This is an optimization exercise on Yosys and OpenROAD, whose aim is small area and few clock cycles per item, not a production implementation.
In this exercise RTL edits were held to simulation tests only and were not proved equivalent to the original.
No activity file was given, so power comes from the tool's default toggle rates.

==> flow/design.v (excerpt) <==
module positional_list_engine #(
  parameter int CAPACITY   = 16,
  parameter int DATA_WIDTH = 32
) (
  input  logic                            clk,
  input  logic                            rst_n,
  input  logic                            in_tvalid,
  output logic                            in_tready,
  input  logic [ple_pkg::IN_DATA_W-1:0]   in_tdata,
  output logic                            out_tvalid,
  input  logic                            out_tready,
  output logic [ple_pkg::OUT_DATA_W-1:0]  out_tdata
);
export LEC_CHECK = 0
export CAP_MARGIN = 0
export CORE_MARGIN = 2
export CORE_UTILIZATION = 65
export CTS_BUF_LIST = sky130_fd_sc_hd__clkbuf_16
export CTS_CLUSTER_DIAMETER = 90
export CTS_CLUSTER_SIZE = 30
export GPL_TIMING_DRIVEN = 0
export SLEW_MARGIN = 0
export SYNTH_HIERARCHICAL = 1
create_clock -name core_clock -period 3.8 [get_ports {clk}]
run.sh (not shown) runs the stock make flow with config.mk's settings and CLKGATE_MAP_FILE= SYNTH_SCRIPT=/design/flow/synth_recipe.tcl, a recipe that flattens the netlist after the stock synthesis.
The starting point reached the layout checks and failed them: setup timing.
Testbench counts at the start, summed over its fixed seeds: cycles 12,008, items 12,000.
Next try:
--- a/flow/config.mk
+++ b/flow/config.mk
@@ -11,3 +11,3 @@
-export CTS_BUF_LIST = sky130_fd_sc_hd__clkbuf_16
-export CTS_CLUSTER_DIAMETER = 90
-export CTS_CLUSTER_SIZE = 30
+export CTS_BUF_LIST = sky130_fd_sc_hd__clkbuf_8
+export CTS_CLUSTER_DIAMETER = 50
+export CTS_CLUSTER_SIZE = 20
This time the run completed with no timing, DRC or antenna violations.
Synthesized area is unchanged.
Cell count goes up by 1.1%.
Wire length barely changes.
Sequential share of layout area decreases by 0.26 points.
Non-clock buffer count came out lower by 5.
Clock skew is higher by 0.045 ns.
Via count goes up by 0.36%.
Next try:
--- a/flow/config.mk
+++ b/flow/config.mk
@@ -10 +10 @@
-export CORE_UTILIZATION = 65
+export CORE_UTILIZATION = 40
Outcome: The changed run produced a clean layout; flip-flop and latch count does not change; wire length came out lower by 1.2%; synthesized area does not change; critical path depth shrinks by 1; power climbs by 3.5%; worst hold slack gets better by 0.091 ns; register-to-register slack gains 0.06 ns; worst setup slack improved by 0.062 ns; combinational power goes down by about 3%.

* * *

main:
Another version of the RTL of positional_list_engine (not shown whole).
Size: roughly 30000 um^2 of cells after synthesis.
make LEC_CHECK=0 CAP_MARGIN=20 CORE_MARGIN=2 CORE_UTILIZATION=40 SLEW_MARGIN=20 finish   # period 3.8 ns
main: flow complete, layout not clean; failing: negative setup slack
Testbench counts of main, summed over its fixed seeds: cycles 12,008, items 12,000.
Relative to main, the following input files were edited for the feature branch:
Settings: an added CTS_BUF_LIST of sky130_fd_sc_hd__clkbuf_8; an added CTS_CLUSTER_SIZE of 30; a change of CORE_UTILIZATION from 40 to 55.
Findings:
Against main, the feature branch comes in 0.021 ns lower on minimum period implied by the final worst setup slack. Cmp the feature branch vs main: number of instances resized during post-cts repair lower in the feature branch. Completing all stages was not enough for the feature branch: its layout failed the final checks because of negative setup slack. The feature branch: placeable core region is 27% lower than what main reported. The feature branch has initial core utilization above what main had. Cell area | the feature branch vs main | the feature branch smaller. The highest signal layer in the routed design comes out met5 in one run and met4 in the other, namely in the feature branch and main respectively. The final reports for the feature branch and main show post-synthesis to final-layout area growth lower in the former. Against main, the feature branch comes in 1.0 points lower on combinational power share. The higher routing usage on met2 came out of the feature branch.

* * *

positional_list_engine with an RTL version that a note above also has.
Size: about 3,600 cells after synthesis, about 560 flip-flops, roughly 70 I/O pins, ~0.029 sq mm of cells after synthesis.
## positional_list_engine
module positional_list_engine #(
  parameter int CAPACITY   = 16,
  parameter int DATA_WIDTH = 32
) (
  input  logic                            clk,
  input  logic                            rst_n,
  input  logic                            in_tvalid,
  output logic                            in_tready,
  input  logic [ple_pkg::IN_DATA_W-1:0]   in_tdata,
  output logic                            out_tvalid,
  input  logic                            out_tready,
  output logic [ple_pkg::OUT_DATA_W-1:0]  out_tdata
);
Settings: LEC_CHECK=0, CAP_MARGIN=0, CORE_MARGIN=2, CORE_UTILIZATION=60, CTS_BUF_LIST=sky130_fd_sc_hd__clkbuf_16, CTS_CLUSTER_DIAMETER=90, CTS_CLUSTER_SIZE=30, GPL_TIMING_DRIVEN=0, SLEW_MARGIN=0, SYNTH_HIERARCHICAL=1; clock period 3.8 ns.
standard.sh (not shown) runs the stock make flow with config.mk's settings and CLKGATE_MAP_FILE= SYNTH_SCRIPT=/design/flow/synth_recipe.tcl, a recipe that flattens the netlist after the stock synthesis.
==> flow/flow/run.sh <==
#!/bin/bash
# Standard layout, except that the buffers ABC inserts during synthesis are
# removed at floorplan (REMOVE_ABC_BUFFERS=1) instead of kept; placement is
# not timing driven, so the standard flow would otherwise keep them.
set -euo pipefail
bash standard.sh REMOVE_ABC_BUFFERS=1 finish > standard_flow.log 2>&1
Testbench counts at the start, summed over its fixed seeds: cycles 12,008, items 12,000.
Then changed:
==> flow/run.sh (new file) <==
#!/bin/bash
# synth_recipe.tcl (not shown) runs the flow's synth.tcl, then flattens the netlist and writes it again
# the make line also repeats each setting of config.mk as NAME=value (left out here)
make -C /OpenROAD-flow-scripts/flow DESIGN_CONFIG=/design/flow/config.mk WORK_HOME=/design/flow/orfs CLKGATE_MAP_FILE= SYNTH_SCRIPT=/design/flow/synth_recipe.tcl finish
Settings changed: CTS_CLUSTER_DIAMETER 90 to 80, CTS_CLUSTER_SIZE 30 to 34.
removed: flow/flow/run.sh
removed: flow/standard.sh
Result:
- The new run went through all stages and came out clean
- maximum frequency goes up slightly
- routed wire length goes up by a few percent
- final area goes up slightly
Then changed:
Settings changed: CAP_MARGIN 0 to 20, CORE_UTILIZATION 60 to 40, CTS_BUF_LIST sky130_fd_sc_hd__clkbuf_16 to sky130_fd_sc_hd__clkbuf_8, CTS_CLUSTER_DIAMETER 80 to 50, CTS_CLUSTER_SIZE 34 to 20, GPL_TIMING_DRIVEN 0 to not set, SLEW_MARGIN 0 to 20.
Outcome: Sequential power goes down by a few percent; sequential share of layout area goes down by 1.6 points; clock skew goes up by 0.011 ns; sequential cell count does not change; wire length goes down by a little under a tenth; design area goes up by a few percent; via count goes down by a few percent; non-clock buffer count goes up by 33; clock power goes up by a quarter to a third; total power goes up slightly.

* * *

positional_list_engine, a different RTL version from the one above (not shown whole).
For scale: roughly 3700 cells after synthesis, about 540 flip-flops, ~70 I/O pins, ~0.030 mm2 of cells after synthesis.
Design positional_list_engine, start of the top module:
module positional_list_engine #(
  parameter int CAPACITY   = 16,
  parameter int DATA_WIDTH = 32
) (
  input  logic                            clk,
  input  logic                            rst_n,
  input  logic                            in_tvalid,
  output logic                            in_tready,
  input  logic [ple_pkg::IN_DATA_W-1:0]   in_tdata,
  output logic                            out_tvalid,
  input  logic                            out_tready,
  output logic [ple_pkg::OUT_DATA_W-1:0]  out_tdata
);
Settings: LEC_CHECK=0, CAP_MARGIN=20, CORE_MARGIN=2, CORE_UTILIZATION=40, CTS_BUF_LIST=sky130_fd_sc_hd__clkbuf_16, CTS_CLUSTER_DIAMETER=60, CTS_CLUSTER_SIZE=30, SLEW_MARGIN=20, SYNTH_HIERARCHICAL=1; clock period 3.8 ns.
run.sh (not shown) runs the stock make flow with config.mk's settings and CLKGATE_MAP_FILE= SYNTH_SCRIPT=/design/flow/synth_recipe.tcl, a recipe that flattens the netlist after the stock synthesis.
Stock flow here: none of the scripts above is used.
Testbench counts at the start, summed over its fixed seeds: cycles 12,008, items 12,000.
==> next run, changes <==
CAP_MARGIN = 0   (was 20)
CTS_BUF_LIST = sky130_fd_sc_hd__clkbuf_8   (was sky130_fd_sc_hd__clkbuf_16)
CTS_CLUSTER_DIAMETER = 50   (was 60)
CTS_CLUSTER_SIZE = 20   (was 30)
GPL_TIMING_DRIVEN = 0   (was default)
SLEW_MARGIN = 0   (was 20)
After rerunning: The changed run produced a clean layout; sequential cell count does not change; final area falls by about 1.4%; global-route usage rises by 1.6 points; wire length rises by 6.4%; cell count stays flat; critical path depth rises by 1; via count rises by about 1.2%.
==> next run, changes <==
CAP_MARGIN = 20   (was 0)
GPL_TIMING_DRIVEN = default   (was 0)
SLEW_MARGIN = 20   (was 0)
=> Count of clock-buffer cells in the layout goes up by 9. Die area is unchanged. Routed wire length goes down by 5.7%. Area after synthesis does not change. Clock power goes up by 8.3%. Maximum frequency is about the same.

* * *

## v6
RTL: one of the versions met above, not the one the previous note started from.
For scale: roughly 560 flip-flops, roughly 70 I/O pins.
Settings: LEC_CHECK=0, CAP_MARGIN=0, CORE_MARGIN=2, CORE_UTILIZATION=60, CTS_BUF_LIST=sky130_fd_sc_hd__clkbuf_16, CTS_CLUSTER_DIAMETER=90, CTS_CLUSTER_SIZE=30, GPL_TIMING_DRIVEN=0, SLEW_MARGIN=0, SYNTH_HIERARCHICAL=1; clock period 3.8 ns.
The final layout from v6, which completed every stage, passed the timing, design-rule and antenna checks at the end of the flow.
Testbench counts of v6, summed over its fixed seeds: cycles 12,008, items 12,000.
Here is what was changed in the inputs of v7 compared with v6.
diff --git a/flow/config.mk b/flow/config.mk
--- a/flow/config.mk
+++ b/flow/config.mk
@@ -9,3 +9,3 @@
 export CORE_MARGIN = 2
-export CORE_UTILIZATION = 60
+export CORE_UTILIZATION = 40
 export CTS_BUF_LIST = sky130_fd_sc_hd__clkbuf_16
--- outcome ---
Summary of v7 over v6: count of non-CTS buffers in the layout climbed about 3.3%; non-filler instance count after layout climbed 356.
Layout overhead on the synthesized area came out higher on v7 than on v6.
Summary of v7 over v6: setup slack after layout dropped 22 ps, total leakage power shows an increase of about 1.2%, combinational power now smaller, total routed wirelength has decreased.

[afterwards: timing with drivers on the ports]
The flow's constraints put no driver on any port. The routed layouts listed below were extracted and timed again, unchanged, in two steps. Step 1: set_driving_cell puts a clkbuf_16 on clk and a buf_2 on each other input, an assumption about the parent block. Step 2 times the ports against the registers' clock, not the clock port: input delays grow and output delays shrink by t, the midpoint of the rising clock arrivals with the driver on. Three values: ideal, step 1, step 2; two values: the first two.
| run | shift t [ns] | slack for setup (ns) | worst data-port slew with drivers (ns) | pins driven straight from the clock port |
|---|---|---|---|---|
| the first run of note 1 | 0.677 | -0.007 / 0.003 / -0.656 | 0.04 | 1 |
| the second run of note 1 | 0.748 | 0.058 / 0.058 / -0.613 | 0.04 | 1 |
| the third run of note 1 | 0.752 | 0.121 / 0.121 / -0.562 | 0.04 | 1 |
| main | 0.704 | -0.796 / -0.771 / -1.475 | 0.09 | 1 |
| the feature branch | 0.762 | -0.775 / -0.736 / -1.499 | 0.05 | 1 |
| the first run of note 3 | 0.683 | 0.088 / 0.126 / -0.557 | 0.10 | 1 |
| the second run of note 3 | 0.653 | 0.105 / 0.105 / -0.490 | 0.03 | 1 |
| the third run of note 3 | 0.754 | 0.257 / 0.257 / -0.428 | 0.09 | 1 |
| the first run of note 4 | 0.684 | 0.120 / 0.161 / -0.524 | 0.07 | 1 |
| the second run of note 4 | 0.774 | 0.109 / 0.109 / -0.627 | 0.05 | 1 |
| the third run of note 4 | 0.757 | 0.106 / 0.106 / -0.592 | 0.07 | 1 |
| v6 | 0.689 | 0.117 / 0.117 / -0.477 | 0.03 | 1 |
| v7 | 0.697 | 0.094 / 0.101 / -0.560 | 0.04 | 1 |
With both steps, setup timing fails in 10 of these runs, where it was met with ideal ports. The setup slack of the second run of note 4, which loses most, moves by 0.000 ns with the drivers and by -0.736 ns with both steps.
